Background: an optimization exercise with open tools, aiming at small area and few clock cycles. Do not read the settings as production practice.
In this exercise RTL edits were held to simulation tests only and were not proved equivalent to the original.

## flow/design.v (module list and top-level ports; edited modules follow where they fit)
// module pw_mac: 235 lines
// module pw_mul: 596 lines
// module pw_requant: 32 lines
// module pw_conv_top: 189 lines
module pw_conv_top (
    input  logic               ap_clk,
    input  logic               areset,
    input  logic               ap_start,
    input  logic [31:0]        num_weights,
    input  logic [31:0]        num_bias,
    input  logic [31:0]        num_pixels,
    input  logic [15:0]        cfg_quant_m,
    input  logic [4:0]         cfg_quant_n,
    input  logic               cfg_use_relu,
    input  logic [127:0]       param_data,
    input  logic               param_valid,
    input  logic [63:0]        pixel_data,
    input  logic               pixel_valid,
    output logic               ap_idle,
    output logic               ap_done,
    output logic               param_ready,
    output logic               pixel_ready,
    output logic [63:0]        out_data,
    output logic               out_valid,
    output logic               out_last
);
  // ...
==> flow/run.sh <==
#!/bin/bash
# synth_recipe.tcl (not shown) runs the flow's synth.tcl, then flattens the netlist and writes it again
# the make line also repeats each setting of config.mk as NAME=value (left out here)
make -C /OpenROAD-flow-scripts/flow DESIGN_CONFIG=/design/flow/config.mk WORK_HOME=/design/flow/orfs CLKGATE_MAP_FILE= SYNTH_SCRIPT=/design/flow/synth_recipe.tcl finish
==> flow/config.mk <==
export PLATFORM = sky130hd
export DESIGN_NAME = pw_conv_top
export DESIGN_NICKNAME = pw_conv_top
export VERILOG_FILES = /design/flow/design.v
export SDC_FILE = /design/flow/constraint.sdc
export NUM_CORES = 4
export LEC_CHECK = 0
export CAP_MARGIN = 20
export CORE_MARGIN = 2
export CORE_UTILIZATION = 40
export SLEW_MARGIN = 20
==> flow/constraint.sdc <==
create_clock -name core_clock -period 12.0 [get_ports {ap_clk}]
set_input_delay 2.4000 -clock core_clock [delete_from_list [all_inputs] [get_ports {ap_clk}]]
set_output_delay 2.4000 -clock core_clock [all_outputs]
set_load 0.01 [all_outputs]
==> metrics.md, run 1 <==
| Metric | Value |
|---|---|
| Most frequent cells in the layout | dfxtp_1, inv_1, nand2_1, fa_1, xnor2_1 |
| Largest net degree at the start of global routing | 160 |
| Register area | 65400 um2 |
| Max Buffers Root-to-Sink | 4 |
| Synthesized area per cell | 10.2 um2 |
| Commonest cells in the netlist | dfxtp_1, inv_1, nand2_1 |
| Multiplexer share of the synthesized area | 2.63% |
| Die ar. | 418000 um2 |
| Place WS | 0.465 ns |
| Max reg flops | 2048 |
| Hold_sp | bring[0][80] |
| Area of the multi-input gates | 90200 um2 |
| Flop-to-flop setup slack | 4.02 ns |
| Top post-synthesis cells by area | dfxtp_1, fa_1, xnor2_1 |
| Synthesis Warnings | 9 |
| Wire length on met3 | 47300 um |
| Buffering overhead | 4.65% |
| Max Cap Viol | 0 |
| Status | finished clean |
| Most common cell after layout, fill and taps aside | dfxtp_1 |
Testbench counts, summed over its fixed seeds: cycles 15,441.
==> module pw_mac, before the edit <==
module pw_mac (
    input  logic [7:0]  p,
    input  logic [7:0]  w,
    input  logic [15:0] b,
    output logic [16:0] acc
);
    logic t1;
    logic t2;
    logic t3;
    logic t4;
    logic t5;
    logic t6;
    logic t7;
    logic t8;
    logic t9;
    logic t10;
    logic t11;
    logic t12;
    logic t13;
    logic t14;
    logic t15;
    logic t16;
    logic t17;
    logic t18;
    logic t19;
    logic t20;
    logic t21;
    logic t22;
    logic t23;
    logic t24;
    logic t25;
    logic t26;
    logic t27;
    logic t28;
    logic t29;
    logic t30;
    logic t31;
    logic t32;
    logic t33;
    logic t34;
    logic t35;
    logic t36;
    logic t37;
    logic t38;
    logic t39;
    logic t40;
    logic t41;
    logic t42;
    logic t43;
    logic t44;
    logic t45;
    logic t46;
    logic t47;
    logic t48;
    logic t49;
    logic t50;
    logic t51;
    logic t52;
    logic t53;
    logic t54;
    logic t55;
    logic t56;
    logic t57;
    logic t58;
    logic t59;
    logic t60;
    logic t61;
    logic t62;
    logic t63;
    logic t64;
    logic t65;
    logic t66;
    logic t67;
    logic t68;
    logic t69;
    logic t70;
    logic t71;
    logic t72;
    logic t73;
    logic t74;
    logic t75;
    logic t76;
    logic t77;
    logic t78;
    logic t79;
    logic t80;
    logic t81;
    logic t82;
    logic t83;
    logic t84;
    logic t85;
    logic t86;
    logic t87;
    logic t88;
    logic t89;
    logic t90;
    logic t91;
    logic t92;
    logic t93;
    logic t94;
    logic t95;
    logic t96;
    logic t97;
    logic t98;
    logic t99;
    logic t100;
    logic t101;
    logic t102;
    logic t103;
    logic t104;
    logic t105;
    logic t106;
    logic t107;
    logic t108;
    logic t109;
    logic t110;
    logic t111;
    logic t112;
    logic [16:0] ra, rb;
    assign t1 = (p[0] & w[5]) ^ (p[1] & w[4]);
    assign t2 = (p[0] & w[5]) & (p[1] & w[4]);
    assign t3 = (p[0] & w[6]) ^ (p[1] & w[5]) ^ (p[2] & w[4]);
    assign t4 = ((p[0] & w[6]) & (p[1] & w[5])) | ((p[0] & w[6]) & (p[2] & w[4])) | ((p[1] & w[5]) & (p[2] & w[4]));
    assign t5 = (p[3] & w[3]) ^ (p[4] & w[2]);
    assign t6 = (p[3] & w[3]) & (p[4] & w[2]);
    assign t7 = ~(p[0] & w[7]) ^ (p[1] & w[6]) ^ (p[2] & w[5]);
    assign t8 = (~(p[0] & w[7]) & (p[1] & w[6])) | (~(p[0] & w[7]) & (p[2] & w[5])) | ((p[1] & w[6]) & (p[2] & w[5]));
    assign t9 = (p[3] & w[4]) ^ (p[4] & w[3]) ^ (p[5] & w[2]);
    assign t10 = ((p[3] & w[4]) & (p[4] & w[3])) | ((p[3] & w[4]) & (p[5] & w[2])) | ((p[4] & w[3]) & (p[5] & w[2]));
    assign t11 = (p[6] & w[1]) ^ ~(p[7] & w[0]);
    assign t12 = (p[6] & w[1]) & ~(p[7] & w[0]);
    assign t13 = ~(p[1] & w[7]) ^ (p[2] & w[6]) ^ (p[3] & w[5]);
    assign t14 = (~(p[1] & w[7]) & (p[2] & w[6])) | (~(p[1] & w[7]) & (p[3] & w[5])) | ((p[2] & w[6]) & (p[3] & w[5]));
    assign t15 = (p[4] & w[4]) ^ (p[5] & w[3]) ^ (p[6] & w[2]);
    assign t16 = ((p[4] & w[4]) & (p[5] & w[3])) | ((p[4] & w[4]) & (p[6] & w[2])) | ((p[5] & w[3]) & (p[6] & w[2]));
    assign t17 = ~(p[7] & w[1]) ^ b[8] ^ 1'b1;
    assign t18 = (~(p[7] & w[1]) & b[8]) | (~(p[7] & w[1]) & 1'b1) | (b[8] & 1'b1);
    assign t19 = ~(p[2] & w[7]) ^ (p[3] & w[6]) ^ (p[4] & w[5]);
    assign t20 = (~(p[2] & w[7]) & (p[3] & w[6])) | (~(p[2] & w[7]) & (p[4] & w[5])) | ((p[3] & w[6]) & (p[4] & w[5]));
    assign t21 = (p[5] & w[4]) ^ (p[6] & w[3]) ^ ~(p[7] & w[2]);
    assign t22 = ((p[5] & w[4]) & (p[6] & w[3])) | ((p[5] & w[4]) & ~(p[7] & w[2])) | ((p[6] & w[3]) & ~(p[7] & w[2]));
    assign t23 = ~(p[3] & w[7]) ^ (p[4] & w[6]) ^ (p[5] & w[5]);
    assign t24 = (~(p[3] & w[7]) & (p[4] & w[6])) | (~(p[3] & w[7]) & (p[5] & w[5])) | ((p[4] & w[6]) & (p[5] & w[5]));
    assign t25 = (p[0] & w[3]) ^ (p[1] & w[2]);
    assign t26 = (p[0] & w[3]) & (p[1] & w[2]);
    assign t27 = (p[0] & w[4]) ^ (p[1] & w[3]) ^ (p[2] & w[2]);
    assign t28 = ((p[0] & w[4]) & (p[1] & w[3])) | ((p[0] & w[4]) & (p[2] & w[2])) | ((p[1] & w[3]) & (p[2] & w[2]));
    assign t29 = (p[3] & w[1]) ^ (p[4] & w[0]);
    assign t30 = (p[3] & w[1]) & (p[4] & w[0]);
    assign t31 = t1 ^ (p[2] & w[3]) ^ (p[3] & w[2]);
    assign t32 = (t1 & (p[2] & w[3])) | (t1 & (p[3] & w[2])) | ((p[2] & w[3]) & (p[3] & w[2]));
    assign t33 = (p[4] & w[1]) ^ (p[5] & w[0]) ^ b[5];
    assign t34 = ((p[4] & w[1]) & (p[5] & w[0])) | ((p[4] & w[1]) & b[5]) | ((p[5] & w[0]) & b[5]);
    assign t35 = t3 ^ t5 ^ (p[5] & w[1]);
    assign t36 = (t3 & t5) | (t3 & (p[5] & w[1])) | (t5 & (p[5] & w[1]));
    assign t37 = (p[6] & w[0]) ^ b[6] ^ t2;
    assign t38 = ((p[6] & w[0]) & b[6]) | ((p[6] & w[0]) & t2) | (b[6] & t2);
    assign t39 = t7 ^ t9 ^ t11;
    assign t40 = (t7 & t9) | (t7 & t11) | (t9 & t11);
    assign t41 = b[7] ^ t4 ^ t6;
    assign t42 = (b[7] & t4) | (b[7] & t6) | (t4 & t6);
    assign t43 = t13 ^ t15 ^ t17;
    assign t44 = (t13 & t15) | (t13 & t17) | (t15 & t17);
    assign t45 = t8 ^ t10 ^ t12;
    assign t46 = (t8 & t10) | (t8 & t12) | (t10 & t12);
    assign t47 = t19 ^ t21 ^ b[9];
    assign t48 = (t19 & t21) | (t19 & b[9]) | (t21 & b[9]);
    assign t49 = t14 ^ t16 ^ t18;
    assign t50 = (t14 & t16) | (t14 & t18) | (t16 & t18);
    assign t51 = t23 ^ (p[6] & w[4]) ^ ~(p[7] & w[3]);
    assign t52 = (t23 & (p[6] & w[4])) | (t23 & ~(p[7] & w[3])) | ((p[6] & w[4]) & ~(p[7] & w[3]));
    assign t53 = b[10] ^ t20 ^ t22;
    assign t54 = (b[10] & t20) | (b[10] & t22) | (t20 & t22);
    assign t55 = ~(p[4] & w[7]) ^ (p[5] & w[6]) ^ (p[6] & w[5]);
    assign t56 = (~(p[4] & w[7]) & (p[5] & w[6])) | (~(p[4] & w[7]) & (p[6] & w[5])) | ((p[5] & w[6]) & (p[6] & w[5]));
    assign t57 = ~(p[7] & w[4]) ^ b[11] ^ t24;
    assign t58 = (~(p[7] & w[4]) & b[11]) | (~(p[7] & w[4]) & t24) | (b[11] & t24);
    assign t59 = ~(p[5] & w[7]) ^ (p[6] & w[6]) ^ ~(p[7] & w[5]);
    assign t60 = (~(p[5] & w[7]) & (p[6] & w[6])) | (~(p[5] & w[7]) & ~(p[7] & w[5])) | ((p[6] & w[6]) & ~(p[7] & w[5]));
    assign t61 = (p[0] & w[2]) ^ (p[1] & w[1]);
    assign t62 = (p[0] & w[2]) & (p[1] & w[1]);
    assign t63 = t25 ^ (p[2] & w[1]) ^ (p[3] & w[0]);
    assign t64 = (t25 & (p[2] & w[1])) | (t25 & (p[3] & w[0])) | ((p[2] & w[1]) & (p[3] & w[0]));
    assign t65 = t27 ^ t29 ^ b[4];
    assign t66 = (t27 & t29) | (t27 & b[4]) | (t29 & b[4]);
    assign t67 = t31 ^ t33 ^ t28;
    assign t68 = (t31 & t33) | (t31 & t28) | (t33 & t28);
    assign t69 = t35 ^ t37 ^ t32;
    assign t70 = (t35 & t37) | (t35 & t32) | (t37 & t32);
    assign t71 = t39 ^ t41 ^ t36;
    assign t72 = (t39 & t41) | (t39 & t36) | (t41 & t36);
    assign t73 = t43 ^ t45 ^ t40;
    assign t74 = (t43 & t45) | (t43 & t40) | (t45 & t40);
    assign t75 = t47 ^ t49 ^ t44;
    assign t76 = (t47 & t49) | (t47 & t44) | (t49 & t44);
    assign t77 = t51 ^ t53 ^ t48;
    assign t78 = (t51 & t53) | (t51 & t48) | (t53 & t48);
    assign t79 = t55 ^ t57 ^ t52;
    assign t80 = (t55 & t57) | (t55 & t52) | (t57 & t52);
    assign t81 = t59 ^ b[12] ^ t56;
    assign t82 = (t59 & b[12]) | (t59 & t56) | (b[12] & t56);
    assign t83 = ~(p[6] & w[7]) ^ ~(p[7] & w[6]) ^ b[13];
    assign t84 = (~(p[6] & w[7]) & ~(p[7] & w[6])) | (~(p[6] & w[7]) & b[13]) | (~(p[7] & w[6]) & b[13]);
    assign t85 = (p[0] & w[1]) ^ (p[1] & w[0]);
    assign t86 = (p[0] & w[1]) & (p[1] & w[0]);
    assign t87 = t61 ^ (p[2] & w[0]) ^ b[2];
    assign t88 = (t61 & (p[2] & w[0])) | (t61 & b[2]) | ((p[2] & w[0]) & b[2]);
    assign t89 = t63 ^ b[3] ^ t62;
    assign t90 = (t63 & b[3]) | (t63 & t62) | (b[3] & t62);
    assign t91 = t65 ^ t26 ^ t64;
    assign t92 = (t65 & t26) | (t65 & t64) | (t26 & t64);
    assign t93 = t67 ^ t30 ^ t66;
    assign t94 = (t67 & t30) | (t67 & t66) | (t30 & t66);
    assign t95 = t69 ^ t34 ^ t68;
    assign t96 = (t69 & t34) | (t69 & t68) | (t34 & t68);
    assign t97 = t71 ^ t38 ^ t70;
    assign t98 = (t71 & t38) | (t71 & t70) | (t38 & t70);
    assign t99 = t73 ^ t42 ^ t72;
    assign t100 = (t73 & t42) | (t73 & t72) | (t42 & t72);
    assign t101 = t75 ^ t46 ^ t74;
    assign t102 = (t75 & t46) | (t75 & t74) | (t46 & t74);
    assign t103 = t77 ^ t50 ^ t76;
    assign t104 = (t77 & t50) | (t77 & t76) | (t50 & t76);
    assign t105 = t79 ^ t54 ^ t78;
    assign t106 = (t79 & t54) | (t79 & t78) | (t54 & t78);
    assign t107 = t81 ^ t58 ^ t80;
    assign t108 = (t81 & t58) | (t81 & t80) | (t58 & t80);
    assign t109 = t83 ^ t60 ^ t82;
    assign t110 = (t83 & t60) | (t83 & t82) | (t60 & t82);
    assign t111 = (p[7] & w[7]) ^ b[14] ^ t84;
    assign t112 = ((p[7] & w[7]) & b[14]) | ((p[7] & w[7]) & t84) | (b[14] & t84);
    assign ra = {1'b1, ~b[15], t111, t109, t107, t105, t103, t101, t99, t97, t95, t93, t91, t89, t87, t85, (p[0] & w[0])};
    assign rb = {1'b0, t112, t110, t108, t106, t104, t102, t100, t98, t96, t94, t92, t90, t88, t86, b[1], b[0]};
    assign acc = ra + rb;
endmodule
==> module pw_requant, before the edit <==
module pw_requant (
    input  logic [16:0]        acc,
    input  logic [8:0]         one,
    input  logic [8:0]         two,
    input  logic [7:0]         neg,
    input  logic [4:0]         n,
    input  logic               relu,
    input  logic [31:7]        keep_mask,    
    output logic [7:0]         q
);
    logic [32:0] prod;
    logic [39:0] ext;
    logic [7:0]  sh8;
    logic        sgn;
    logic        ovf;
    pw_mul u_mul (
        .acc  (acc),
        .one  (one),
        .two  (two),
        .neg  (neg),
        .prod (prod)
    );
    assign sgn = prod[32];
    assign ext = {{7{sgn}}, prod};
    assign sh8 = ext[n +: 8];
    assign ovf = |((prod[31:7] ^ {25{sgn}}) & keep_mask);
    always_comb begin
        if (relu && sgn)  q = 8'h00;
        else if (ovf)     q = sgn ? 8'h80 : 8'h7f;
        else              q = sh8;
    end
endmodule
==> run 2, diff against run 1 <==
--- a/flow/design.v
+++ b/flow/design.v
@@ -34,4 +34,24 @@
     output logic [16:0] acc
 );
+    logic [8:0] px;
+    logic [3:0] one, two, neg;
+    logic [8:0] we;
+    assign px = {p, 1'b0};
+    assign we = {w[7], w};
+    always_comb begin
+        for (int k = 0; k < 4; k++) begin
+            one[k] = px[2*k+1] ^ px[2*k];
+            two[k] = (px[2*k+2] & ~px[2*k+1] & ~px[2*k]) | (~px[2*k+2] & px[2*k+1] & px[2*k]);
+            neg[k] = px[2*k+2] & ~(px[2*k+1] & px[2*k]);
+        end
+    end
+    logic [8:0] sel0;
+    assign sel0 = ({9{one[0]}} & we | {9{two[0]}} & {we[7:0], 1'b0}) ^ {9{neg[0]}};
+    logic [8:0] sel1;
+    assign sel1 = ({9{one[1]}} & we | {9{two[1]}} & {we[7:0], 1'b0}) ^ {9{neg[1]}};
+    logic [8:0] sel2;
+    assign sel2 = ({9{one[2]}} & we | {9{two[2]}} & {we[7:0], 1'b0}) ^ {9{neg[2]}};
+    logic [8:0] sel3;
+    assign sel3 = ({9{one[3]}} & we | {9{two[3]}} & {we[7:0], 1'b0}) ^ {9{neg[3]}};
     logic t1;
     logic t2;
@@ -122,144 +142,303 @@
     logic t87;
     logic t88;
-    logic t89;
-    logic t90;
-    logic t91;
-    logic t92;
-    logic t93;
-    logic t94;
-    logic t95;
-    logic t96;
-    logic t97;
-    logic t98;
-    logic t99;
-    logic t100;
-    logic t101;
-    logic t102;
-    logic t103;
-    logic t104;
-    logic t105;
-    logic t106;
-    logic t107;
-    logic t108;
-    logic t109;
-    logic t110;
-    logic t111;
-    logic t112;
-    logic [16:0] ra, rb;
-    assign t1 = (p[0] & w[5]) ^ (p[1] & w[4]);
-    assign t2 = (p[0] & w[5]) & (p[1] & w[4]);
-    assign t3 = (p[0] & w[6]) ^ (p[1] & w[5]) ^ (p[2] & w[4]);
-    assign t4 = ((p[0] & w[6]) & (p[1] & w[5])) | ((p[0] & w[6]) & (p[2] & w[4])) | ((p[1] & w[5]) & (p[2] & w[4]));
-    assign t5 = (p[3] & w[3]) ^ (p[4] & w[2]);
-    assign t6 = (p[3] & w[3]) & (p[4] & w[2]);
-    assign t7 = ~(p[0] & w[7]) ^ (p[1] & w[6]) ^ (p[2] & w[5]);
-    assign t8 = (~(p[0] & w[7]) & (p[1] & w[6])) | (~(p[0] & w[7]) & (p[2] & w[5])) | ((p[1] & w[6]) & (p[2] & w[5]));
-    assign t9 = (p[3] & w[4]) ^ (p[4] & w[3]) ^ (p[5] & w[2]);
-    assign t10 = ((p[3] & w[4]) & (p[4] & w[3])) | ((p[3] & w[4]) & (p[5] & w[2])) | ((p[4] & w[3]) & (p[5] & w[2]));
-    assign t11 = (p[6] & w[1]) ^ ~(p[7] & w[0]);
-    assign t12 = (p[6] & w[1]) & ~(p[7] & w[0]);
-    assign t13 = ~(p[1] & w[7]) ^ (p[2] & w[6]) ^ (p[3] & w[5]);
-    assign t14 = (~(p[1] & w[7]) & (p[2] & w[6])) | (~(p[1] & w[7]) & (p[3] & w[5])) | ((p[2] & w[6]) & (p[3] & w[5]));
-    assign t15 = (p[4] & w[4]) ^ (p[5] & w[3]) ^ (p[6] & w[2]);
-    assign t16 = ((p[4] & w[4]) & (p[5] & w[3])) | ((p[4] & w[4]) & (p[6] & w[2])) | ((p[5] & w[3]) & (p[6] & w[2]));
-    assign t17 = ~(p[7] & w[1]) ^ b[8] ^ 1'b1;
-    assign t18 = (~(p[7] & w[1]) & b[8]) | (~(p[7] & w[1]) & 1'b1) | (b[8] & 1'b1);
-    assign t19 = ~(p[2] & w[7]) ^ (p[3] & w[6]) ^ (p[4] & w[5]);
-    assign t20 = (~(p[2] & w[7]) & (p[3] & w[6])) | (~(p[2] & w[7]) & (p[4] & w[5])) | ((p[3] & w[6]) & (p[4] & w[5]));
-    assign t21 = (p[5] & w[4]) ^ (p[6] & w[3]) ^ ~(p[7] & w[2]);
-    assign t22 = ((p[5] & w[4]) & (p[6] & w[3])) | ((p[5] & w[4]) & ~(p[7] & w[2])) | ((p[6] & w[3]) & ~(p[7] & w[2]));
-    assign t23 = ~(p[3] & w[7]) ^ (p[4] & w[6]) ^ (p[5] & w[5]);
-    assign t24 = (~(p[3] & w[7]) & (p[4] & w[6])) | (~(p[3] & w[7]) & (p[5] & w[5])) | ((p[4] & w[6]) & (p[5] & w[5]));
-    assign t25 = (p[0] & w[3]) ^ (p[1] & w[2]);
-    assign t26 = (p[0] & w[3]) & (p[1] & w[2]);
-    assign t27 = (p[0] & w[4]) ^ (p[1] & w[3]) ^ (p[2] & w[2]);
-    assign t28 = ((p[0] & w[4]) & (p[1] & w[3])) | ((p[0] & w[4]) & (p[2] & w[2])) | ((p[1] & w[3]) & (p[2] & w[2]));
-    assign t29 = (p[3] & w[1]) ^ (p[4] & w[0]);
-    assign t30 = (p[3] & w[1]) & (p[4] & w[0]);
-    assign t31 = t1 ^ (p[2] & w[3]) ^ (p[3] & w[2]);
-    assign t32 = (t1 & (p[2] & w[3])) | (t1 & (p[3] & w[2])) | ((p[2] & w[3]) & (p[3] & w[2]));
-    assign t33 = (p[4] & w[1]) ^ (p[5] & w[0]) ^ b[5];
-    assign t34 = ((p[4] & w[1]) & (p[5] & w[0])) | ((p[4] & w[1]) & b[5]) | ((p[5] & w[0]) & b[5]);
-    assign t35 = t3 ^ t5 ^ (p[5] & w[1]);
-    assign t36 = (t3 & t5) | (t3 & (p[5] & w[1])) | (t5 & (p[5] & w[1]));
-    assign t37 = (p[6] & w[0]) ^ b[6] ^ t2;
-    assign t38 = ((p[6] & w[0]) & b[6]) | ((p[6] & w[0]) & t2) | (b[6] & t2);
-    assign t39 = t7 ^ t9 ^ t11;
-    assign t40 = (t7 & t9) | (t7 & t11) | (t9 & t11);
-    assign t41 = b[7] ^ t4 ^ t6;
-    assign t42 = (b[7] & t4) | (b[7] & t6) | (t4 & t6);
-    assign t43 = t13 ^ t15 ^ t17;
-    assign t44 = (t13 & t15) | (t13 & t17) | (t15 & t17);
-    assign t45 = t8 ^ t10 ^ t12;
-    assign t46 = (t8 & t10) | (t8 & t12) | (t10 & t12);
-    assign t47 = t19 ^ t21 ^ b[9];
-    assign t48 = (t19 & t21) | (t19 & b[9]) | (t21 & b[9]);
-    assign t49 = t14 ^ t16 ^ t18;
-    assign t50 = (t14 & t16) | (t14 & t18) | (t16 & t18);
-    assign t51 = t23 ^ (p[6] & w[4]) ^ ~(p[7] & w[3]);
-    assign t52 = (t23 & (p[6] & w[4])) | (t23 & ~(p[7] & w[3])) | ((p[6] & w[4]) & ~(p[7] & w[3]));
-    assign t53 = b[10] ^ t20 ^ t22;
-    assign t54 = (b[10] & t20) | (b[10] & t22) | (t20 & t22);
-    assign t55 = ~(p[4] & w[7]) ^ (p[5] & w[6]) ^ (p[6] & w[5]);
-    assign t56 = (~(p[4] & w[7]) & (p[5] & w[6])) | (~(p[4] & w[7]) & (p[6] & w[5])) | ((p[5] & w[6]) & (p[6] & w[5]));
-    assign t57 = ~(p[7] & w[4]) ^ b[11] ^ t24;
-    assign t58 = (~(p[7] & w[4]) & b[11]) | (~(p[7] & w[4]) & t24) | (b[11] & t24);
-    assign t59 = ~(p[5] & w[7]) ^ (p[6] & w[6]) ^ ~(p[7] & w[5]);
-    assign t60 = (~(p[5] & w[7]) & (p[6] & w[6])) | (~(p[5] & w[7]) & ~(p[7] & w[5])) | ((p[6] & w[6]) & ~(p[7] & w[5]));
-    assign t61 = (p[0] & w[2]) ^ (p[1] & w[1]);
-    assign t62 = (p[0] & w[2]) & (p[1] & w[1]);
-    assign t63 = t25 ^ (p[2] & w[1]) ^ (p[3] & w[0]);
-    assign t64 = (t25 & (p[2] & w[1])) | (t25 & (p[3] & w[0])) | ((p[2] & w[1]) & (p[3] & w[0]));
-    assign t65 = t27 ^ t29 ^ b[4];
-    assign t66 = (t27 & t29) | (t27 & b[4]) | (t29 & b[4]);
-    assign t67 = t31 ^ t33 ^ t28;
-    assign t68 = (t31 & t33) | (t31 & t28) | (t33 & t28);
-    assign t69 = t35 ^ t37 ^ t32;
-    assign t70 = (t35 & t37) | (t35 & t32) | (t37 & t32);
-    assign t71 = t39 ^ t41 ^ t36;
-    assign t72 = (t39 & t41) | (t39 & t36) | (t41 & t36);
-    assign t73 = t43 ^ t45 ^ t40;
-    assign t74 = (t43 & t45) | (t43 & t40) | (t45 & t40);
-    assign t75 = t47 ^ t49 ^ t44;
-    assign t76 = (t47 & t49) | (t47 & t44) | (t49 & t44);
-    assign t77 = t51 ^ t53 ^ t48;
-    assign t78 = (t51 & t53) | (t51 & t48) | (t53 & t48);
-    assign t79 = t55 ^ t57 ^ t52;
-    assign t80 = (t55 & t57) | (t55 & t52) | (t57 & t52);
-    assign t81 = t59 ^ b[12] ^ t56;
-    assign t82 = (t59 & b[12]) | (t59 & t56) | (b[12] & t56);
-    assign t83 = ~(p[6] & w[7]) ^ ~(p[7] & w[6]) ^ b[13];
-    assign t84 = (~(p[6] & w[7]) & ~(p[7] & w[6])) | (~(p[6] & w[7]) & b[13]) | (~(p[7] & w[6]) & b[13]);
-    assign t85 = (p[0] & w[1]) ^ (p[1] & w[0]);
-    assign t86 = (p[0] & w[1]) & (p[1] & w[0]);
-    assign t87 = t61 ^ (p[2] & w[0]) ^ b[2];
-    assign t88 = (t61 & (p[2] & w[0])) | (t61 & b[2]) | ((p[2] & w[0]) & b[2]);
-    assign t89 = t63 ^ b[3] ^ t62;
-    assign t90 = (t63 & b[3]) | (t63 & t62) | (b[3] & t62);
-    assign t91 = t65 ^ t26 ^ t64;
-    assign t92 = (t65 & t26) | (t65 & t64) | (t26 & t64);
-    assign t93 = t67 ^ t30 ^ t66;
-    assign t94 = (t67 & t30) | (t67 & t66) | (t30 & t66);
-    assign t95 = t69 ^ t34 ^ t68;
-    assign t96 = (t69 & t34) | (t69 & t68) | (t34 & t68);
-    assign t97 = t71 ^ t38 ^ t70;
-    assign t98 = (t71 & t38) | (t71 & t70) | (t38 & t70);
-    assign t99 = t73 ^ t42 ^ t72;
-    assign t100 = (t73 & t42) | (t73 & t72) | (t42 & t72);
-    assign t101 = t75 ^ t46 ^ t74;
-    assign t102 = (t75 & t46) | (t75 & t74) | (t46 & t74);
-    assign t103 = t77 ^ t50 ^ t76;
-    assign t104 = (t77 & t50) | (t77 & t76) | (t50 & t76);
-    assign t105 = t79 ^ t54 ^ t78;
-    assign t106 = (t79 & t54) | (t79 & t78) | (t54 & t78);
-    assign t107 = t81 ^ t58 ^ t80;
-    assign t108 = (t81 & t58) | (t81 & t80) | (t58 & t80);
-    assign t109 = t83 ^ t60 ^ t82;
-    assign t110 = (t83 & t60) | (t83 & t82) | (t60 & t82);
-    assign t111 = (p[7] & w[7]) ^ b[14] ^ t84;
-    assign t112 = ((p[7] & w[7]) & b[14]) | ((p[7] & w[7]) & t84) | (b[14] & t84);
-    assign ra = {1'b1, ~b[15], t111, t109, t107, t105, t103, t101, t99, t97, t95, t93, t91, t89, t87, t85, (p[0] & w[0])};
-    assign rb = {1'b0, t112, t110, t108, t106, t104, t102, t100, t98, t96, t94, t92, t90, t88, t86, b[1], b[0]};
-    assign acc = ra + rb;
+    logic yg0;
+    logic yg1;
+    logic yg2;
+    logic yg3;
+    logic yg4;
+    logic yg5;
+    logic yg6;
+    logic yg7;
+    logic yg8;
+    logic yg9;
+    logic yg10;
+    logic yg11;
+    logic yg12;
+    logic yg13;
+    logic yg14;
+    logic yg15;
+    logic yg16;
+    logic yp0;
+    logic yp1;
+    logic yp2;
+    logic yp3;
+    logic yp4;
+    logic yp5;
+    logic yp6;
+    logic yp7;
+    logic yp8;
+    logic yp9;
+    logic yp10;
+    logic yp11;
+    logic yp12;
+    logic yp13;
+    logic yp14;
+    logic yp15;
+    logic yp16;
+    logic yc1;
+    logic yc2;
+    logic yc3;
+    logic yG1;
+    logic yP1;
+    logic yG2;
+    logic yP2;
+    logic yG3;
+    logic yP3;
+    logic yG4;
+    logic yP4;
+    logic yG5;
+    logic yP5;
+    logic yG6;
+    logic yP6;
+    logic yG7;
+    logic yP7;
+    logic yG8;
+    logic yP8;
+    logic yG9;
+    logic yP9;
+    logic yG10;
+    logic yP10;
+    logic yG11;
+    logic yP11;
+    logic yG12;
+    logic yP12;
+    logic yG13;
+    logic yP13;
+    logic yG14;
+    logic yP14;
+    logic yG15;
+    logic yP15;
+    logic yG16;
+    logic yP16;
+    logic yG17;
+    logic yP17;
+    logic yG18;
+    logic yP18;
+    logic yG19;
+    logic yP19;
+    logic yk4;
+    logic yk5;
+    logic yk6;
+    logic yk7;
+    logic yk8;
+    logic yk9;
+    logic yk10;
+    logic yk11;
+    logic yk12;
+    logic yk13;
+    logic yk14;
+    logic yk15;
+    logic yk16;
+    logic ys0;
+    logic ys1;
+    logic ys2;
+    logic ys3;
+    logic ys4;
+    logic ys5;
+    logic ys6;
+    logic ys7;
+    logic ys8;
+    logic ys9;
+    logic ys10;
+    logic ys11;
+    logic ys12;
+    logic ys13;
+    logic ys14;
+    logic ys15;
+    logic ys16;
+    assign t1 = sel0[4] ^ sel1[2];
+    assign t2 = sel0[4] & sel1[2];
+    assign t3 = sel0[5] ^ sel1[3];
+    assign t4 = sel0[5] & sel1[3];
+    assign t5 = sel0[6] ^ sel1[4] ^ sel2[2];
+    assign t6 = (sel0[6] & sel1[4]) | (sel0[6] & sel2[2]) | (sel1[4] & sel2[2]);
+    assign t7 = sel3[0] ^ neg[3];
+    assign t8 = sel3[0] & neg[3];
+    assign t9 = sel0[7] ^ sel1[5] ^ sel2[3];
+    assign t10 = (sel0[7] & sel1[5]) | (sel0[7] & sel2[3]) | (sel1[5] & sel2[3]);
+    assign t11 = sel3[1] ^ b[7];
+    assign t12 = sel3[1] & b[7];
+    assign t13 = sel0[8] ^ sel1[6] ^ sel2[4];
+    assign t14 = (sel0[8] & sel1[6]) | (sel0[8] & sel2[4]) | (sel1[6] & sel2[4]);
+    assign t15 = sel3[2] ^ b[8];
+    assign t16 = sel3[2] & b[8];
+    assign t17 = ~sel0[8] ^ sel1[7] ^ sel2[5];
+    assign t18 = (~sel0[8] & sel1[7]) | (~sel0[8] & sel2[5]) | (sel1[7] & sel2[5]);
+    assign t19 = sel3[3] ^ b[9] ^ 1'b1;
+    assign t20 = (sel3[3] & b[9]) | (sel3[3] & 1'b1) | (b[9] & 1'b1);
+    assign t21 = sel1[8] ^ sel2[6] ^ sel3[4];
+    assign t22 = (sel1[8] & sel2[6]) | (sel1[8] & sel3[4]) | (sel2[6] & sel3[4]);
+    assign t23 = b[10] ^ 1'b1;
+    assign t24 = b[10] & 1'b1;
+    assign t25 = ~sel1[8] ^ sel2[7] ^ sel3[5];
+    assign t26 = (~sel1[8] & sel2[7]) | (~sel1[8] & sel3[5]) | (sel2[7] & sel3[5]);
+    assign t27 = sel2[8] ^ sel3[6];
+    assign t28 = sel2[8] & sel3[6];
+    assign t29 = sel0[2] ^ sel1[0];
+    assign t30 = sel0[2] & sel1[0];
+    assign t31 = sel0[3] ^ sel1[1];
+    assign t32 = sel0[3] & sel1[1];
+    assign t33 = t1 ^ sel2[0] ^ neg[2];
+    assign t34 = (t1 & sel2[0]) | (t1 & neg[2]) | (sel2[0] & neg[2]);
+    assign t35 = t3 ^ sel2[1] ^ b[5];
+    assign t36 = (t3 & sel2[1]) | (t3 & b[5]) | (sel2[1] & b[5]);
+    assign t37 = t5 ^ t7 ^ b[6];
+    assign t38 = (t5 & t7) | (t5 & b[6]) | (t7 & b[6]);
+    assign t39 = t9 ^ t11 ^ t6;
+    assign t40 = (t9 & t11) | (t9 & t6) | (t11 & t6);
+    assign t41 = t13 ^ t15 ^ t10;
+    assign t42 = (t13 & t15) | (t13 & t10) | (t15 & t10);
+    assign t43 = t17 ^ t19 ^ t14;
+    assign t44 = (t17 & t19) | (t17 & t14) | (t19 & t14);
+    assign t45 = t21 ^ t23 ^ t18;
+    assign t46 = (t21 & t23) | (t21 & t18) | (t23 & t18);
+    assign t47 = t25 ^ b[11] ^ t22;
+    assign t48 = (t25 & b[11]) | (t25 & t22) | (b[11] & t22);
+    assign t49 = t27 ^ b[12] ^ 1'b1;
+    assign t50 = (t27 & b[12]) | (t27 & 1'b1) | (b[12] & 1'b1);
+    assign t51 = ~sel2[8] ^ sel3[7] ^ b[13];
+    assign t52 = (~sel2[8] & sel3[7]) | (~sel2[8] & b[13]) | (sel3[7] & b[13]);
+    assign t53 = sel3[8] ^ b[14];
+    assign t54 = sel3[8] & b[14];
+    assign t55 = ~sel3[8] ^ ~b[15];
+    assign t56 = ~sel3[8] & ~b[15];
+    assign t57 = sel0[0] ^ neg[0];
+    assign t58 = sel0[0] & neg[0];
+    assign t59 = sel0[1] ^ b[1];
+    assign t60 = sel0[1] & b[1];
+    assign t61 = t29 ^ neg[1] ^ b[2];
+    assign t62 = (t29 & neg[1]) | (t29 & b[2]) | (neg[1] & b[2]);
+    assign t63 = t31 ^ b[3] ^ t30;
+    assign t64 = (t31 & b[3]) | (t31 & t30) | (b[3] & t30);
+    assign t65 = t33 ^ b[4] ^ t32;
+    assign t66 = (t33 & b[4]) | (t33 & t32) | (b[4] & t32);
+    assign t67 = t35 ^ t2 ^ t34;
+    assign t68 = (t35 & t2) | (t35 & t34) | (t2 & t34);
+    assign t69 = t37 ^ t4 ^ t36;
+    assign t70 = (t37 & t4) | (t37 & t36) | (t4 & t36);
+    assign t71 = t39 ^ t8 ^ t38;
+    assign t72 = (t39 & t8) | (t39 & t38) | (t8 & t38);
+    assign t73 = t41 ^ t12 ^ t40;
+    assign t74 = (t41 & t12) | (t41 & t40) | (t12 & t40);
+    assign t75 = t43 ^ t16 ^ t42;
+    assign t76 = (t43 & t16) | (t43 & t42) | (t16 & t42);
+    assign t77 = t45 ^ t20 ^ t44;
+    assign t78 = (t45 & t20) | (t45 & t44) | (t20 & t44);
+    assign t79 = t47 ^ t24 ^ t46;
+    assign t80 = (t47 & t24) | (t47 & t46) | (t24 & t46);
+    assign t81 = t49 ^ t26 ^ t48;
+    assign t82 = (t49 & t26) | (t49 & t48) | (t26 & t48);
+    assign t83 = t51 ^ t28 ^ t50;
+    assign t84 = (t51 & t28) | (t51 & t50) | (t28 & t50);
+    assign t85 = t53 ^ 1'b1 ^ t52;
+    assign t86 = (t53 & 1'b1) | (t53 & t52) | (1'b1 & t52);
+    assign t87 = t55 ^ 1'b1 ^ t54;
+    assign t88 = (t55 & 1'b1) | (t55 & t54) | (1'b1 & t54);
+    assign yg0 = t57 & b[0];
+    assign yp0 = t57 ^ b[0];
+    assign yg1 = t59 & t58;
+    assign yp1 = t59 ^ t58;
+    assign yg2 = t61 & t60;
+    assign yp2 = t61 ^ t60;
+    assign yg3 = t63 & t62;
+    assign yp3 = t63 ^ t62;
+    assign yg4 = t65 & t64;
+    assign yp4 = t65 ^ t64;
+    assign yg5 = t67 & t66;
+    assign yp5 = t67 ^ t66;
+    assign yg6 = t69 & t68;
+    assign yp6 = t69 ^ t68;
+    assign yg7 = t71 & t70;
+    assign yp7 = t71 ^ t70;
+    assign yg8 = t73 & t72;
+    assign yp8 = t73 ^ t72;
+    assign yg9 = t75 & t74;
+    assign yp9 = t75 ^ t74;
+    assign yg10 = t77 & t76;
+    assign yp10 = t77 ^ t76;
+    assign yg11 = t79 & t78;
+    assign yp11 = t79 ^ t78;
+    assign yg12 = t81 & t80;
+    assign yp12 = t81 ^ t80;
+    assign yg13 = t83 & t82;
+    assign yp13 = t83 ^ t82;
+    assign yg14 = t85 & t84;
+    assign yp14 = t85 ^ t84;
+    assign yg15 = t87 & t86;
+    assign yp15 = t87 ^ t86;
+    assign yg16 = t56 & t88;
+    assign yp16 = t56 ^ t88;
+    assign yc1 = yg1 | (yp1 & yg0);
+    assign yc2 = yg2 | (yp2 & yc1);
+    assign yc3 = yg3 | (yp3 & yc2);
+    assign yG1 = yg5 | (yp5 & yg4);
+    assign yP1 = yp5 & yp4;
+    assign yG2 = yg7 | (yp7 & yg6);
+    assign yP2 = yp7 & yp6;
+    assign yG3 = yg9 | (yp9 & yg8);
+    assign yP3 = yp9 & yp8;
+    assign yG4 = yg11 | (yp11 & yg10);
+    assign yP4 = yp11 & yp10;
+    assign yG5 = yg13 | (yp13 & yg12);
+    assign yP5 = yp13 & yp12;
+    assign yG6 = yg15 | (yp15 & yg14);
+    assign yP6 = yp15 & yp14;
+    assign yG7 = yG2 | (yP2 & yG1);
+    assign yP7 = yP2 & yP1;
+    assign yG8 = yG4 | (yP4 & yG3);
+    assign yP8 = yP4 & yP3;
+    assign yG9 = yG6 | (yP6 & yG5);
+    assign yP9 = yP6 & yP5;
+    assign yG10 = yG8 | (yP8 & yG7);
+    assign yP10 = yP8 & yP7;
+    assign yG11 = yG9 | (yP9 & yG10);
+    assign yP11 = yP9 & yP10;
+    assign yG12 = yG3 | (yP3 & yG7);
+    assign yP12 = yP3 & yP7;
+    assign yG13 = yG5 | (yP5 & yG10);
+    assign yP13 = yP5 & yP10;
+    assign yG14 = yg6 | (yp6 & yG1);
+    assign yP14 = yp6 & yP1;
+    assign yG15 = yg8 | (yp8 & yG7);
+    assign yP15 = yp8 & yP7;
+    assign yG16 = yg10 | (yp10 & yG12);
+    assign yP16 = yp10 & yP12;
+    assign yG17 = yg12 | (yp12 & yG10);
+    assign yP17 = yp12 & yP10;
+    assign yG18 = yg14 | (yp14 & yG13);
+    assign yP18 = yp14 & yP13;
+    assign yG19 = yg16 | (yp16 & yG11);
+    assign yP19 = yp16 & yP11;
+    assign yk4 = yg4 | (yp4 & yc3);
+    assign yk5 = yG1 | (yP1 & yc3);
+    assign yk6 = yG14 | (yP14 & yc3);
+    assign yk7 = yG7 | (yP7 & yc3);
+    assign yk8 = yG15 | (yP15 & yc3);
+    assign yk9 = yG12 | (yP12 & yc3);
+    assign yk10 = yG16 | (yP16 & yc3);
+    assign yk11 = yG10 | (yP10 & yc3);
+    assign yk12 = yG17 | (yP17 & yc3);
+    assign yk13 = yG13 | (yP13 & yc3);
+    assign yk14 = yG18 | (yP18 & yc3);
+    assign yk15 = yG11 | (yP11 & yc3);
+    assign yk16 = yG19 | (yP19 & yc3);
+    assign ys0 = yp0;
+    assign ys1 = yp1 ^ yg0;
+    assign ys2 = yp2 ^ yc1;
+    assign ys3 = yp3 ^ yc2;
+    assign ys4 = yp4 ^ yc3;
+    assign ys5 = yp5 ^ yk4;
+    assign ys6 = yp6 ^ yk5;
+    assign ys7 = yp7 ^ yk6;
+    assign ys8 = yp8 ^ yk7;
+    assign ys9 = yp9 ^ yk8;
+    assign ys10 = yp10 ^ yk9;
+    assign ys11 = yp11 ^ yk10;
+    assign ys12 = yp12 ^ yk11;
+    assign ys13 = yp13 ^ yk12;
+    assign ys14 = yp14 ^ yk13;
+    assign ys15 = yp15 ^ yk14;
+    assign ys16 = yp16 ^ yk15;
+    assign acc = {ys16, ys15, ys14, ys13, ys12, ys11, ys10, ys9, ys8, ys7, ys6, ys5, ys4, ys3, ys2, ys1, ys0};
 endmodule
 module pw_mul (
@@ -572,5 +751,225 @@
     logic u281;
     logic u282;
-    logic [32:0] ra, rb;
+    logic yg0;
+    logic yg1;
+    logic yg2;
+    logic yg3;
+    logic yg4;
+    logic yg5;
+    logic yg6;
+    logic yg7;
+    logic yg8;
+    logic yg9;
+    logic yg10;
+    logic yg11;
+    logic yg12;
+    logic yg13;
+    logic yg14;
+    logic yg15;
+    logic yg16;
+    logic yg17;
+    logic yg18;
+    logic yg19;
+    logic yg20;
+    logic yg21;
+    logic yg22;
+    logic yg23;
+    logic yg24;
+    logic yg25;
+    logic yg26;
+    logic yg27;
+    logic yg28;
+    logic yg29;
+    logic yg30;
+    logic yg31;
+    logic yg32;
+    logic yp0;
+    logic yp1;
+    logic yp2;
+    logic yp3;
+    logic yp4;
+    logic yp5;
+    logic yp6;
+    logic yp7;
+    logic yp8;
+    logic yp9;
+    logic yp10;
+    logic yp11;
+    logic yp12;
+    logic yp13;
+    logic yp14;
+    logic yp15;
+    logic yp16;
+    logic yp17;
+    logic yp18;
+    logic yp19;
+    logic yp20;
+    logic yp21;
+    logic yp22;
+    logic yp23;
+    logic yp24;
+    logic yp25;
+    logic yp26;
+    logic yp27;
+    logic yp28;
+    logic yp29;
+    logic yp30;
+    logic yp31;
+    logic yp32;
+    logic yc1;
+    logic yc2;
+    logic yc3;
+    logic yc4;
+    logic yc5;
+    logic yG1;
+    logic yP1;
+    logic yG2;
+    logic yP2;
+    logic yG3;
+    logic yP3;
+    logic yG4;
+    logic yP4;
+    logic yG5;
+    logic yP5;
+    logic yG6;
+    logic yP6;
+    logic yG7;
+    logic yP7;
+    logic yG8;
+    logic yP8;
+    logic yG9;
+    logic yP9;
+    logic yG10;
+    logic yP10;
+    logic yG11;
+    logic yP11;
+    logic yG12;
+    logic yP12;
+    logic yG13;
+    logic yP13;
+    logic yG14;
+    logic yP14;
+    logic yG15;
+    logic yP15;
+    logic yG16;
+    logic yP16;
+    logic yG17;
+    logic yP17;
+    logic yG18;
+    logic yP18;
+    logic yG19;
+    logic yP19;
+    logic yG20;
+    logic yP20;
+    logic yG21;
+    logic yP21;
+    logic yG22;
+    logic yP22;
+    logic yG23;
+    logic yP23;
+    logic yG24;
+    logic yP24;
+    logic yG25;
+    logic yP25;
+    logic yG26;
+    logic yP26;
+    logic yG27;
+    logic yP27;
+    logic yG28;
+    logic yP28;
+    logic yG29;
+    logic yP29;
+    logic yG30;
+    logic yP30;
+    logic yG31;
+    logic yP31;
+    logic yG32;
+    logic yP32;
+    logic yG33;
+    logic yP33;
+    logic yG34;
+    logic yP34;
+    logic yG35;
+    logic yP35;
+    logic yG36;
+    logic yP36;
+    logic yG37;
+    logic yP37;
+    logic yG38;
+    logic yP38;
+    logic yG39;
+    logic yP39;
+    logic yG40;
+    logic yP40;
+    logic yG41;
+    logic yP41;
+    logic yG42;
+    logic yP42;
+    logic yG43;
+    logic yP43;
+    logic yG44;
+    logic yP44;
+    logic yG45;
+    logic yP45;
+    logic yk6;
+    logic yk7;
+    logic yk8;
+    logic yk9;
+    logic yk10;
+    logic yk11;
+    logic yk12;
+    logic yk13;
+    logic yk14;
+    logic yk15;
+    logic yk16;
+    logic yk17;
+    logic yk18;
+    logic yk19;
+    logic yk20;
+    logic yk21;
+    logic yk22;
+    logic yk23;
+    logic yk24;
+    logic yk25;
+    logic yk26;
+    logic yk27;
+    logic yk28;
+    logic yk29;
+    logic yk30;
+    logic yk31;
+    logic yk32;
+    logic ys0;
+    logic ys1;
+    logic ys2;
+    logic ys3;
+    logic ys4;
+    logic ys5;
+    logic ys6;
+    logic ys7;
+    logic ys8;
+    logic ys9;
+    logic ys10;
+    logic ys11;
+    logic ys12;
+    logic ys13;
+    logic ys14;
+    logic ys15;
+    logic ys16;
+    logic ys17;
+    logic ys18;
+    logic ys19;
+    logic ys20;
+    logic ys21;
+    logic ys22;
+    logic ys23;
+    logic ys24;
+    logic ys25;
+    logic ys26;
+    logic ys27;
+    logic ys28;
+    logic ys29;
+    logic ys30;
+    logic ys31;
+    logic ys32;
     assign u1 = ~sel0[17] ^ sel1[16];
     assign u2 = ~sel0[17] & sel1[16];
@@ -855,7 +1254,226 @@
     assign u281 = ~sel7[17] ^ sel8[16] ^ u220;
     assign u282 = (~sel7[17] & sel8[16]) | (~sel7[17] & u220) | (sel8[16] & u220);
-    assign ra = {u281, u279, u277, u275, u273, u271, u269, u267, u265, u263, u261, u259, u257, u255, u253, u251, u249, u247, u245, u243, u241, u239, u237, u235, u233, u231, u229, u227, u225, u223, u221, sel0[1], sel0[0]};
-    assign rb = {u280, u278, u276, u274, u272, u270, u268, u266, u264, u262, u260, u258, u256, u254, u252, u250, u248, u246, u244, u242, u240, u238, u236, u234, u232, u230, u228, u226, u224, u222, neg[1], 1'b0, neg[0]};
-    assign prod = ra + rb;
+    assign yg0 = sel0[0] & neg[0];
+    assign yp0 = sel0[0] ^ neg[0];
+    assign yg1 = sel0[1] & 1'b0;
+    assign yp1 = sel0[1] ^ 1'b0;
+    assign yg2 = u221 & neg[1];
+    assign yp2 = u221 ^ neg[1];
+    assign yg3 = u223 & u222;
+    assign yp3 = u223 ^ u222;
+    assign yg4 = u225 & u224;
+    assign yp4 = u225 ^ u224;
+    assign yg5 = u227 & u226;
+    assign yp5 = u227 ^ u226;
+    assign yg6 = u229 & u228;
+    assign yp6 = u229 ^ u228;
+    assign yg7 = u231 & u230;
+    assign yp7 = u231 ^ u230;
+    assign yg8 = u233 & u232;
+    assign yp8 = u233 ^ u232;
+    assign yg9 = u235 & u234;
+    assign yp9 = u235 ^ u234;
+    assign yg10 = u237 & u236;
+    assign yp10 = u237 ^ u236;
+    assign yg11 = u239 & u238;
+    assign yp11 = u239 ^ u238;
+    assign yg12 = u241 & u240;
+    assign yp12 = u241 ^ u240;
+    assign yg13 = u243 & u242;
+    assign yp13 = u243 ^ u242;
+    assign yg14 = u245 & u244;
+    assign yp14 = u245 ^ u244;
+    assign yg15 = u247 & u246;
+    assign yp15 = u247 ^ u246;
+    assign yg16 = u249 & u248;
+    assign yp16 = u249 ^ u248;
+    assign yg17 = u251 & u250;
+    assign yp17 = u251 ^ u250;
+    assign yg18 = u253 & u252;
+    assign yp18 = u253 ^ u252;
+    assign yg19 = u255 & u254;
+    assign yp19 = u255 ^ u254;
+    assign yg20 = u257 & u256;
+    assign yp20 = u257 ^ u256;
+    assign yg21 = u259 & u258;
+    assign yp21 = u259 ^ u258;
+    assign yg22 = u261 & u260;
+    assign yp22 = u261 ^ u260;
+    assign yg23 = u263 & u262;
+    assign yp23 = u263 ^ u262;
+    assign yg24 = u265 & u264;
+    assign yp24 = u265 ^ u264;
+    assign yg25 = u267 & u266;
+    assign yp25 = u267 ^ u266;
+    assign yg26 = u269 & u268;
+    assign yp26 = u269 ^ u268;
+    assign yg27 = u271 & u270;
+    assign yp27 = u271 ^ u270;
+    assign yg28 = u273 & u272;
+    assign yp28 = u273 ^ u272;
+    assign yg29 = u275 & u274;
+    assign yp29 = u275 ^ u274;
+    assign yg30 = u277 & u276;
+    assign yp30 = u277 ^ u276;
+    assign yg31 = u279 & u278;
+    assign yp31 = u279 ^ u278;
+    assign yg32 = u281 & u280;
+    assign yp32 = u281 ^ u280;
+    assign yc1 = yg1 | (yp1 & yg0);
+    assign yc2 = yg2 | (yp2 & yc1);
+    assign yc3 = yg3 | (yp3 & yc2);
+    assign yc4 = yg4 | (yp4 & yc3);
+    assign yc5 = yg5 | (yp5 & yc4);
+    assign yG1 = yg7 | (yp7 & yg6);
+    assign yP1 = yp7 & yp6;
+    assign yG2 = yg9 | (yp9 & yg8);
+    assign yP2 = yp9 & yp8;
+    assign yG3 = yg11 | (yp11 & yg10);
+    assign yP3 = yp11 & yp10;
+    assign yG4 = yg13 | (yp13 & yg12);
+    assign yP4 = yp13 & yp12;
+    assign yG5 = yg15 | (yp15 & yg14);
+    assign yP5 = yp15 & yp14;
+    assign yG6 = yg17 | (yp17 & yg16);
+    assign yP6 = yp17 & yp16;
+    assign yG7 = yg19 | (yp19 & yg18);
+    assign yP7 = yp19 & yp18;
+    assign yG8 = yg21 | (yp21 & yg20);
+    assign yP8 = yp21 & yp20;
+    assign yG9 = yg23 | (yp23 & yg22);
+    assign yP9 = yp23 & yp22;
+    assign yG10 = yg25 | (yp25 & yg24);
+    assign yP10 = yp25 & yp24;
+    assign yG11 = yg27 | (yp27 & yg26);
+    assign yP11 = yp27 & yp26;
+    assign yG12 = yg29 | (yp29 & yg28);
+    assign yP12 = yp29 & yp28;
+    assign yG13 = yg31 | (yp31 & yg30);
+    assign yP13 = yp31 & yp30;
+    assign yG14 = yG2 | (yP2 & yG1);
+    assign yP14 = yP2 & yP1;
+    assign yG15 = yG4 | (yP4 & yG3);
+    assign yP15 = yP4 & yP3;
+    assign yG16 = yG6 | (yP6 & yG5);
+    assign yP16 = yP6 & yP5;
+    assign yG17 = yG8 | (yP8 & yG7);
+    assign yP17 = yP8 & yP7;
+    assign yG18 = yG10 | (yP10 & yG9);
+    assign yP18 = yP10 & yP9;
+    assign yG19 = yG12 | (yP12 & yG11);
+    assign yP19 = yP12 & yP11;
+    assign yG20 = yG15 | (yP15 & yG14);
+    assign yP20 = yP15 & yP14;
+    assign yG21 = yG17 | (yP17 & yG16);
+    assign yP21 = yP17 & yP16;
+    assign yG22 = yG19 | (yP19 & yG18);
+    assign yP22 = yP19 & yP18;
+    assign yG23 = yG21 | (yP21 & yG20);
+    assign yP23 = yP21 & yP20;
+    assign yG24 = yG22 | (yP22 & yG23);
+    assign yP24 = yP22 & yP23;
+    assign yG25 = yG16 | (yP16 & yG20);
+    assign yP25 = yP16 & yP20;
+    assign yG26 = yG18 | (yP18 & yG23);
+    assign yP26 = yP18 & yP23;
+    assign yG27 = yG3 | (yP3 & yG14);
+    assign yP27 = yP3 & yP14;
+    assign yG28 = yG5 | (yP5 & yG20);
+    assign yP28 = yP5 & yP20;
+    assign yG29 = yG7 | (yP7 & yG25);
+    assign yP29 = yP7 & yP25;
+    assign yG30 = yG9 | (yP9 & yG23);
+    assign yP30 = yP9 & yP23;
+    assign yG31 = yG11 | (yP11 & yG26);
+    assign yP31 = yP11 & yP26;
+    assign yG32 = yG13 | (yP13 & yG24);
+    assign yP32 = yP13 & yP24;
+    assign yG33 = yg8 | (yp8 & yG1);
+    assign yP33 = yp8 & yP1;
+    assign yG34 = yg10 | (yp10 & yG14);
+    assign yP34 = yp10 & yP14;
+    assign yG35 = yg12 | (yp12 & yG27);
+    assign yP35 = yp12 & yP27;
+    assign yG36 = yg14 | (yp14 & yG20);
+    assign yP36 = yp14 & yP20;
+    assign yG37 = yg16 | (yp16 & yG28);
+    assign yP37 = yp16 & yP28;
+    assign yG38 = yg18 | (yp18 & yG25);
+    assign yP38 = yp18 & yP25;
+    assign yG39 = yg20 | (yp20 & yG29);
+    assign yP39 = yp20 & yP29;
+    assign yG40 = yg22 | (yp22 & yG23);
+    assign yP40 = yp22 & yP23;
+    assign yG41 = yg24 | (yp24 & yG30);
+    assign yP41 = yp24 & yP30;
+    assign yG42 = yg26 | (yp26 & yG26);
+    assign yP42 = yp26 & yP26;
+    assign yG43 = yg28 | (yp28 & yG31);
+    assign yP43 = yp28 & yP31;
+    assign yG44 = yg30 | (yp30 & yG24);
+    assign yP44 = yp30 & yP24;
+    assign yG45 = yg32 | (yp32 & yG32);
+    assign yP45 = yp32 & yP32;
+    assign yk6 = yg6 | (yp6 & yc5);
+    assign yk7 = yG1 | (yP1 & yc5);
+    assign yk8 = yG33 | (yP33 & yc5);
+    assign yk9 = yG14 | (yP14 & yc5);
+    assign yk10 = yG34 | (yP34 & yc5);
+    assign yk11 = yG27 | (yP27 & yc5);
+    assign yk12 = yG35 | (yP35 & yc5);
+    assign yk13 = yG20 | (yP20 & yc5);
+    assign yk14 = yG36 | (yP36 & yc5);
+    assign yk15 = yG28 | (yP28 & yc5);
+    assign yk16 = yG37 | (yP37 & yc5);
+    assign yk17 = yG25 | (yP25 & yc5);
+    assign yk18 = yG38 | (yP38 & yc5);
+    assign yk19 = yG29 | (yP29 & yc5);
+    assign yk20 = yG39 | (yP39 & yc5);
+    assign yk21 = yG23 | (yP23 & yc5);
+    assign yk22 = yG40 | (yP40 & yc5);
+    assign yk23 = yG30 | (yP30 & yc5);
+    assign yk24 = yG41 | (yP41 & yc5);
+    assign yk25 = yG26 | (yP26 & yc5);
+    assign yk26 = yG42 | (yP42 & yc5);
+    assign yk27 = yG31 | (yP31 & yc5);
+    assign yk28 = yG43 | (yP43 & yc5);
+    assign yk29 = yG24 | (yP24 & yc5);
+    assign yk30 = yG44 | (yP44 & yc5);
+    assign yk31 = yG32 | (yP32 & yc5);
+    assign yk32 = yG45 | (yP45 & yc5);
+    assign ys0 = yp0;
+    assign ys1 = yp1 ^ yg0;
+    assign ys2 = yp2 ^ yc1;
+    assign ys3 = yp3 ^ yc2;
+    assign ys4 = yp4 ^ yc3;
+    assign ys5 = yp5 ^ yc4;
+    assign ys6 = yp6 ^ yc5;
+    assign ys7 = yp7 ^ yk6;
+    assign ys8 = yp8 ^ yk7;
+    assign ys9 = yp9 ^ yk8;
+    assign ys10 = yp10 ^ yk9;
+    assign ys11 = yp11 ^ yk10;
+    assign ys12 = yp12 ^ yk11;
+    assign ys13 = yp13 ^ yk12;
+    assign ys14 = yp14 ^ yk13;
+    assign ys15 = yp15 ^ yk14;
+    assign ys16 = yp16 ^ yk15;
+    assign ys17 = yp17 ^ yk16;
+    assign ys18 = yp18 ^ yk17;
+    assign ys19 = yp19 ^ yk18;
+    assign ys20 = yp20 ^ yk19;
+    assign ys21 = yp21 ^ yk20;
+    assign ys22 = yp22 ^ yk21;
+    assign ys23 = yp23 ^ yk22;
+    assign ys24 = yp24 ^ yk23;
+    assign ys25 = yp25 ^ yk24;
+    assign ys26 = yp26 ^ yk25;
+    assign ys27 = yp27 ^ yk26;
+    assign ys28 = yp28 ^ yk27;
+    assign ys29 = yp29 ^ yk28;
+    assign ys30 = yp30 ^ yk29;
+    assign ys31 = yp31 ^ yk30;
+    assign ys32 = yp32 ^ yk31;
+    assign prod = {ys32, ys31, ys30, ys29, ys28, ys27, ys26, ys25, ys24, ys23, ys22, ys21, ys20, ys19, ys18, ys17, ys16, ys15, ys14, ys13, ys12, ys11, ys10, ys9, ys8, ys7, ys6, ys5, ys4, ys3, ys2, ys1, ys0};
 endmodule
 module pw_requant (
@@ -870,8 +1488,11 @@
 );
     logic [32:0] prod;
-    logic [39:0] ext;
+    logic [22:0] r4;
+    logic [14:0] r3;
+    logic [10:0] r2;
+    logic [8:0]  r1;
     logic [7:0]  sh8;
     logic        sgn;
-    logic        ovf;
+    logic        ovf_pos, ovf_neg;
     pw_mul u_mul (
         .acc  (acc),
@@ -882,11 +1503,16 @@
     );
     assign sgn = prod[32];
-    assign ext = {{7{sgn}}, prod};
-    assign sh8 = ext[n +: 8];
-    assign ovf = |((prod[31:7] ^ {25{sgn}}) & keep_mask);
     always_comb begin
-        if (relu && sgn)  q = 8'h00;
-        else if (ovf)     q = sgn ? 8'h80 : 8'h7f;
-        else              q = sh8;
+        for (int i = 0; i < 23; i++) r4[i] = n[4] ? ((i + 16 <= 32) ? prod[i+16] : sgn) : prod[i];
+        for (int i = 0; i < 15; i++) r3[i] = n[3] ? r4[i+8] : r4[i];
+        for (int i = 0; i < 11; i++) r2[i] = n[2] ? r3[i+4] : r3[i];
+        for (int i = 0; i < 9; i++)  r1[i] = n[1] ? r2[i+2] : r2[i];
+        for (int i = 0; i < 8; i++)  sh8[i] = n[0] ? r1[i+1] : r1[i];
+    end
+    assign ovf_pos = |(prod[31:7] & keep_mask);
+    assign ovf_neg = |(~prod[31:7] & keep_mask);
+    always_comb begin
+        if (sgn) q = relu ? 8'h00 : (ovf_neg ? 8'h80 : sh8);
+        else     q = ovf_pos ? 8'h7f : sh8;
     end
 endmodule
@@ -946,5 +1572,5 @@
     logic [4:0]  wcnt, bcnt;
     logic [13:0] pcnt;
-    logic        wfin, bfin, pfin;
+    logic        wfin, bfin, pfin, pfin_d;
     logic        start, active, full_load;
     logic [3:0]  nxt;
@@ -959,5 +1585,5 @@
     assign bb = num_bias[8:4]    + {4'd0, |num_bias[3:0]};
     assign xb = num_pixels[16:3] + {13'd0, |num_pixels[2:0]};
-    assign ap_done = running & wfin & bfin & pfin;
+    assign ap_done = running & wfin & bfin & pfin_d;
     assign ap_idle = ~running | ap_done;
     assign start   = ap_start & ap_idle;
@@ -993,4 +1619,5 @@
             bfin    <= 1'b0;
             pfin    <= 1'b0;
+            pfin_d  <= 1'b0;
         end else begin
             running <= active;
@@ -1002,4 +1629,5 @@
             bfin    <= active && (bcnt_n == bb);
             pfin    <= active && (pcnt_n == xb);
+            pfin_d  <= pfin && !ap_done;
         end
     end
@@ -1019,10 +1647,9 @@
     end
     logic [16:0]        acc_r [LANES];
-    logic               v_r, l_r;
-    logic [15:0]        m_r;
-    logic [4:0]         n_r;
-    logic               relu_r;
-    logic [31:7]        keep_mask;
     logic [16:0]        acc_n [LANES];
+    logic [7:0]         q_n   [LANES];
+    logic               v1, l1, v2, l2;
+    logic [63:0]        out_r;
+    logic [31:7]        keep_mask;
     logic [8:0]         m_one, m_two;
     logic [7:0]         m_neg;
@@ -1036,6 +1663,21 @@
         );
     end
+    always_ff @(posedge ap_clk) begin
+        if (areset) begin
+            v1 <= 1'b0;
+            v2 <= 1'b0;
+        end else begin
+            v1 <= pfire;
+            v2 <= v1;
+        end
+        l1 <= pcnt_n == xb;
+        l2 <= l1;
+        for (int i = 0; i < LANES; i++) begin
+            acc_r[i] <= acc_n[i];
+            out_r[i*8 +: 8] <= q_n[i];
+        end
+    end
     always_comb begin
-        mx = {1'b0, m_r, 1'b0};
+        mx = {1'b0, cfg_quant_m, 1'b0};
         for (int k = 0; k < 9; k++) begin
             m_one[k] = mx[2*k+1] ^ mx[2*k];
@@ -1047,21 +1689,7 @@
         end
     end
-    always_ff @(posedge ap_clk) begin
-        if (areset) begin
-            v_r <= 1'b0;
-        end else begin
-            v_r <= pfire;
-        end
-        l_r    <= pcnt_n == xb;
-        m_r    <= cfg_quant_m;
-        n_r    <= cfg_quant_n;
-        relu_r <= cfg_use_relu;
-        for (int i = 0; i < LANES; i++) begin
-            acc_r[i] <= acc_n[i];
-        end
-    end
     always_comb begin
         for (int b = 7; b < 32; b++) begin
-            keep_mask[b] = (6'(b) >= {1'b0, n_r} + 6'd7);
+            keep_mask[b] = (6'(b) >= {1'b0, cfg_quant_n} + 6'd7);
         end
     end
@@ -1072,11 +1700,12 @@
             .two       (m_two),
             .neg       (m_neg),
-            .n         (n_r),
-            .relu      (relu_r),
+            .n         (cfg_quant_n),
+            .relu      (cfg_use_relu),
             .keep_mask (keep_mask),
-            .q         (out_data[g*8 +: 8])
+            .q         (q_n[g])
         );
     end
-    assign out_valid = v_r;
-    assign out_last  = l_r;
+    assign out_data  = out_r;
+    assign out_valid = v2;
+    assign out_last  = l2;
 endmodule
--- a/flow/config.mk
+++ b/flow/config.mk
@@ -8,4 +8,7 @@
 export CAP_MARGIN = 20
 export CORE_MARGIN = 2
-export CORE_UTILIZATION = 40
+export CORE_UTILIZATION = 60
+export CTS_CLUSTER_DIAMETER = 60
+export CTS_CLUSTER_SIZE = 30
+export PLACE_DENSITY = 0.72
 export SLEW_MARGIN = 20
==> metrics.md, run 2 <==
| Metric | Value |
|---|---|
| WS Path Type | input pin to flip-flop |
| Final Hold Vio Count | 0 |
| Cell with the most instances after synthesis | dfxtp_1 |
| FP Rows | 189 |
| Core Area | 265000 um2 |
| Top post-synthesis cells by area | dfxtp_1, fa_1, ha_1 |
| Commonest cells in the netlist | dfxtp_1, inv_1, fa_1 |
| # IOs | 385 |
| Number of global-route vias before repair | 109000 |
| Most common cell after layout, fill and taps aside | dfxtp_1 |
| Max reg flops | 2048 (unchanged) |
| Final Instance Area | 172000 um2 |
| Nets | 17200 |
| Critical path cell sequence | clkdlybuf4s50_1, ha_4, buf_4, a22oi_1, xnor2_1, fa_1, inv_1, fa_1, inv_1, fa_1, fa_1, inv_1, ha_1, a21oi_1, o21ai_0, nor2_1, o211ai_1, a31oi_1, xor2_1, o22ai_1, nor4_1, nand3_1, o21ai_1, a31oi_1 |
| Element type at the critical path start | input pin |
| Class of the worst hold path | flip-flop to flip-flop |
| Initial core utilization | 60.3% |
| Synthesis Warnings | 11 (+2) |
| DR WL/cell | 25.0 um |
| Hold-fix buffers, CTS | 0 |
| CP arrival | 11.14 ns |
| Setup repair bufs after CTS | 0 |
| Post-Synth XOR/XNOR Area | 9.25% |
| H-tree Lvls | 4 |
| RSZ-0062 raised after global routing | false |
| Share of cells above drive strength 1 | 5.55% |
| Gpl congestion | 1.02 |
| Vias per cell | 6.00 |
| Compound-Gate Fraction of Synth Area | 14.2% |
| Iteration-0 DRC Markers | 12600 |
| Worst-Margin Slew | 1.25 ns |
| Die ar. | 270000 um2 (-35%) |
| Flop-to-flop setup slack | 3.58 ns (-0.44 ns) |
| Clock skew | 0.0828 ns |
| Largest family of logic cells by synthesized area | adder cells |
| Number of CTS-inserted buffers | 167 |
| Post-synth top area share | 41.5% |
| Clk Tree Root Cell | clkbuf_16 |
| Crit Path Max Fanout | 55 |
| CTS resizes | 0 |
| Most frequent cells in the layout | dfxtp_1, inv_1, fa_1, a22oi_1, xor2_1 |
| Rel. slew slack | 16.3% |
| Largest net degree at the start of global routing | 101 (-37%) |
| #FFs+latches synth | 3309 |
| Max Buffers Root-to-Sink | 4 (unchanged) |
| Crit path capture type | flip-flop |
| Clock sink count | 3309 |
| Die height | 520 um |
| Slowest stage delay, CP | 1.13 ns |
| Hpwl dp | 331000 um |
| Top FF cell, synth | dfxtp_1 |
| Final Setup Violations | 0 |
| DP Area | 166000 um2 |
| Post-route ant nets | 0 |
| Largest registers | bring (2048), wring (1024), acc_r (136) |
| Synthesized area per cell | 10.5 um2 (+3.1%) |
| Status | finished clean |
| Post-synthesis simple-gate area fraction | 6.32% |
| Syn Nets | 17400 |
| Clock slew at reported path FFs | 0.10 ns |
| Max Cap Viol | 0 (unchanged) |
| Post-Syn Area | 160000 um2 |
| Syn Inst Count | 15200 |
| Final Max Tran Viols | 0 |
| Multiplexer share of the synthesized area | 1.98% (-0.66 points) |
| Via count | 112000 |
| Fmax achieved | 0.0952 GHz |
## run 2: changes by cell type after synthesis, sizes merged, moves of 72 or more
cell / delta
nand3: -107
and2: -226
nand2: -646
fa: -96
o21ai: -97
xor2: +381
nor2b: -72
a22oi: +187
xnor2: -270
## run 2: layout make-up
type | count | area, um2
diodes | 16 | 40.0
clock buffers | 172 | 4250
clock inverters | 81 | 1520
fillers | 20800 | 92600
inverters | 1686 | 6340
multi-input cells | 9174 | 83400
flip-flops and latches | 3309 | 66200
well taps | 3533 | 4420
repair buffers | 629 | 6000
## run 2: path summary, 6_finish.rpt
check                   from     endpoint  cells after the start
max reg2reg     acc_r[3][16]    out_r[24]                     21
min              wring[4][5]  wring[5][5]                      0
min reg2reg      wring[4][5]  wring[5][5]                      0
max          cfg_quant_m[14]    out_r[34]                     24
## run 2: cell families (layout without fill, tap and decap cells)
group,after synthesis,count (layout)
xor+xnor,1683,1683
mux,290,290
flops,3309,3309
simple gates,2097,2097
other cells,0,16
compound gates,3198,3198
fa+ha+maj,1906,1906
buf+inv,2690,2568
## run 2: stage by stage
step,hold WS [ns],std cells,setup slack [ns],util [%]
finish,0.265,18600,1.50,65.0
global route,0.265,18600,1.24,65.0
CTS,0.256,18600,1.71,65.0
detailed placement,0.312,18300,0.905,62.8
global placement,0.310,18300,0.959,62.8
floorplan,0.310,15200,2.33,-
## run 2: worst max-delay path, delay by kind of cell
family,cells,cell delay [ns]
buffers and inverters,5,1.33
AO/OA/AOI/OAI,8,2.42
XOR/XNOR,2,0.68
adder cells (fa/ha/maj),6,3.53
AND/OR/NAND/NOR,3,0.72
## run 2: layer usage
metal | part of all wire (%) | vias up | track usage [%]
met2 | 42 | 6123 | 49.3
met1 | 43 | 54200 | 48.0
li1 | - | 50100 | -
met5 | 0.056 | - | 0
met4 | 4.5 | 42 | 12.9
met3 | 11 | 1216 | 8.86
Testbench counts of run 2, summed over its fixed seeds: cycles 15,701.

## separate check: timing with driven ports
Ports are ideal in the flow. The routed layouts listed here were re-timed in OpenROAD. Step 1 assumes that a clkbuf_16 drives the clock port and a buf_2 every other input. Step 2 moves the port delays by t, midway between the first and last clock arrival at a register: inputs arrive t later, outputs are due t later. That takes back most of the time a late clock gives input paths. a / b / c = no drivers / after step 1 / after step 2; a / b = the first two.
run	shift t [ns]	setup WS [ns]	hold slack, ns	worst setup path after step 2	clock arrival spread, ns
run 1	1.037	0.132 / 0.028 / 0.824	0.254 / 0.254 / 0.254	input to register	0.128 / 0.128
run 2	0.978	1.497 / 1.532 / 0.555	0.265 / 0.265 / 0.265	input to register	0.085 / 0.085
After both steps every run listed still meets setup and hold. The setup slack of run 2, which loses most, moves by +0.035 ns with the drivers and by -0.942 ns with both steps.
